Context: an optimization exercise on an open-source flow, tuned for small area, a short achievable clock period and few clock cycles per item. The choices shown serve that exercise and are no tape-out recipe.
In this exercise RTL edits were held to simulation tests only and were not proved equivalent to the original.

// aesCore
module aesCore (
  input  wire                CLK,
  input  wire                RSTn,
  input  wire                EN,
  input  wire                Drdy,
  input  wire                Krdy,
  input  wire aesPkg::aesBlock_t Din,
  input  wire aesPkg::aesBlock_t Kin,
  output aesPkg::aesBlock_t  Dout,
  output logic               Dvld,
  output logic               Kvld,
  output logic               BSY
);
  logic              keyLoad;
  logic              start;
  logic              lastRound;
  logic [3:0]        roundCnt;
  aesPkg::aesBlock_t keyNext;
  aesControl i_aesControl (
    .CLK(CLK), .RSTn(RSTn), .EN(EN), .Drdy(Drdy), .Krdy(Krdy),
    .lastRound(lastRound), .keyLoad(keyLoad), .start(start),
    .Dvld(Dvld), .Kvld(Kvld), .BSY(BSY)
  );
  roundCounter i_roundCounter (
    .CLK(CLK), .EN(EN), .start(start), .busy(BSY),
    .roundCnt(roundCnt), .lastRound(lastRound)
  );
  keyArray i_keyArray (
    .CLK(CLK), .EN(EN), .keyLoad(keyLoad), .busy(BSY), .roundCnt(roundCnt),
    .Kin(Kin), .keyNext(keyNext)
  );
  stateArray i_stateArray (
    .CLK(CLK), .EN(EN), .start(start), .busy(BSY), .lastRound(lastRound),
    .Din(Din), .keyNext(keyNext), .Dout(Dout)
  );
endmodule
==> module stateArray, before the edit <==
module stateArray (
  input  wire                    CLK,
  input  wire                    EN,
  input  wire                    start,
  input  wire                    busy,
  input  wire                    lastRound,
  input  wire aesPkg::aesBlock_t Din,
  input  wire aesPkg::aesBlock_t keyNext,    
  output aesPkg::aesBlock_t      Dout
);
  aesPkg::aesBlock_t stateQ;
  aesPkg::aesBlock_t subbed;
  aesPkg::aesBlock_t shifted;
  aesPkg::aesBlock_t mixed;
  aesPkg::aesBlock_t roundOut;
  function automatic aesPkg::aesWord_t mixColumn(input aesPkg::aesWord_t col);
    aesPkg::aesByte_t a [4];
    aesPkg::aesByte_t tot;
    aesPkg::aesWord_t res;
    for (int i = 0; i < 4; i++) begin
      a[i] = col[31-8*i -: 8];
    end
    tot = a[0] ^ a[1] ^ a[2] ^ a[3];
    for (int i = 0; i < 4; i++) begin
      res[31-8*i -: 8] = a[i] ^ tot ^ aesPkg::xtime(a[i] ^ a[(i+1)%4]);  
    end
    mixColumn = res;
  endfunction
  assign Dout = stateQ;
  for (genvar i = 0; i < 16; i++) begin : g_sbox
    sboxUnit i_sbox (.in(stateQ[127-8*i -: 8]), .out(subbed[127-8*i -: 8]));
  end
  always_comb begin
    for (int c = 0; c < 4; c++) begin
      for (int r = 0; r < 4; r++) begin
        shifted[127-8*(4*c+r) -: 8] = subbed[127-8*(4*((c+r)%4)+r) -: 8];
      end
    end
  end
  always_comb begin
    for (int c = 0; c < 4; c++) begin
      mixed[127-32*c -: 32] = mixColumn(shifted[127-32*c -: 32]);
    end
  end
  assign roundOut = (busy ? (lastRound ? shifted : mixed) : Din) ^ keyNext;
  always_ff @(posedge CLK) begin
    if (EN) begin
      if (busy || start) begin
        stateQ <= roundOut;
      end
    end
  end
endmodule
Settings: LEC_CHECK=0, CAP_MARGIN=20, CORE_MARGIN=2, CORE_UTILIZATION=65, PLACE_DENSITY=0.8, SETUP_SLACK_MARGIN=0.45, SLEW_MARGIN=20; clock period 7.0 ns.
standard.sh (not shown) runs the stock make flow with config.mk's settings and CLKGATE_MAP_FILE= SYNTH_SCRIPT=/design/flow/synth_recipe.tcl, a recipe that flattens the netlist after the stock synthesis.
==> flow/flow/run.sh <==
#!/bin/bash
# The standard layout, with synthesis mapped by flow/abc_map.script instead of ORFS's ABC script,
# and the port buffers made of sky130_fd_sc_hd__buf_1 cells.
set -euo pipefail
W=$(pwd)
export MY_ABC_SCRIPT="$W/flow/abc_map.script"
bash standard.sh SYNTH_SCRIPT="$W/flow/synth.tcl" synth > "$W/synth.log" 2>&1
bash standard.sh SYNTH_SCRIPT="$W/flow/synth.tcl" "BUFFER_PORTS_ARGS=-buffer_cell sky130_fd_sc_hd__buf_1" finish > "$W/layout.log" 2>&1
test -s "$W/out/final.def"
==> flow/flow/abc_map.script <==
strash
&get -n
&st
&dch
&nf -p -R 10
&put
topo
stime -c
==> flow/flow/synth.tcl <==
# synth_recipe.tcl with one change: the ABC mapping script is flow/abc_map.script
proc synth {args} { yosys synth -nofsm -noshare {*}$args }
proc abc {args} {
  set i [lsearch -exact $args -script]
  if { $i >= 0 } { lset args [expr {$i + 1}] $::env(MY_ABC_SCRIPT) }
  yosys abc {*}$args
}
source $::env(SCRIPTS_DIR)/synth.tcl
# left out here: clear keep_hierarchy, flatten, clean up, hide names made inside functions, write 1_2_yosys.v
Testbench counts at the start, summed over its fixed seeds: cycles 4,272, blocks 384.
Next try:
--- a/flow/design.v
+++ b/flow/design.v
@@ -235,22 +235,22 @@
   aesPkg::aesBlock_t stateQ;
   aesPkg::aesBlock_t subbed;
   aesPkg::aesBlock_t shifted;
   aesPkg::aesBlock_t mixed;
   aesPkg::aesBlock_t roundOut;
-  function automatic aesPkg::aesWord_t mixColumn(input aesPkg::aesWord_t col);
+  function automatic aesPkg::aesWord_t mixDelta(input aesPkg::aesWord_t col);
     aesPkg::aesByte_t a [4];
     aesPkg::aesByte_t tot;
     aesPkg::aesWord_t res;
     for (int i = 0; i < 4; i++) begin
       a[i] = col[31-8*i -: 8];
     end
     tot = a[0] ^ a[1] ^ a[2] ^ a[3];
     for (int i = 0; i < 4; i++) begin
-      res[31-8*i -: 8] = a[i] ^ tot ^ aesPkg::xtime(a[i] ^ a[(i+1)%4]);  
+      res[31-8*i -: 8] = tot ^ aesPkg::xtime(a[i] ^ a[(i+1)%4]);  
     end
-    mixColumn = res;
+    mixDelta = res;
   endfunction
   assign Dout = stateQ;
   for (genvar i = 0; i < 16; i++) begin : g_sbox
     sboxUnit i_sbox (.in(stateQ[127-8*i -: 8]), .out(subbed[127-8*i -: 8]));
   end
@@ -261,14 +261,14 @@
       end
     end
   end
   always_comb begin
     for (int c = 0; c < 4; c++) begin
-      mixed[127-32*c -: 32] = mixColumn(shifted[127-32*c -: 32]);
+      mixed[127-32*c -: 32] = mixDelta(shifted[127-32*c -: 32]);
     end
   end
-  assign roundOut = (busy ? (lastRound ? shifted : mixed) : Din) ^ keyNext;
+  assign roundOut = (busy ? (shifted ^ (lastRound ? 128'h0 : mixed)) : Din) ^ keyNext;
   always_ff @(posedge CLK) begin
     if (EN) begin
       if (busy || start) begin
         stateQ <= roundOut;
       end
Effect:
- non-clock buffer count is higher by 69
- final area is higher by 0.91%
- clock-buffer cell count is lower by 9
- die area is lower by 1.0%
- cell count stays flat
Testbench counts after the change, summed over its fixed seeds: cycles 4,272, blocks 384.

[port drivers added, routing unchanged]
The flow's constraints put no driver on any port. The routed layouts listed below were extracted and timed again, unchanged, in two steps. Step 1, drivers: a clkbuf_16 drives CLK and a buf_2 each remaining input, both assumed. Step 2 adds t to the input delays and takes it off the output delays; t is the mean of the earliest and latest rising clock arrival at the registers after step 1. Input paths then give back, and output paths get back, about the clock's delay inside the block. Slacks: no drivers / after step 1 / after step 2; pairs: no drivers / after step 1.
run	t (ns)	setup WS [ns]	worst setup path after step 2	clock arrival spread, ns	cell pins on the clock port's net
the first run	0.652	0.624 / 0.624 / 0.624	register to register	0.024 / 0.024	1
the second run	0.672	0.612 / 0.612 / 0.612	register to register	0.051 / 0.051	1
After both steps setup and hold are still met in every run listed.
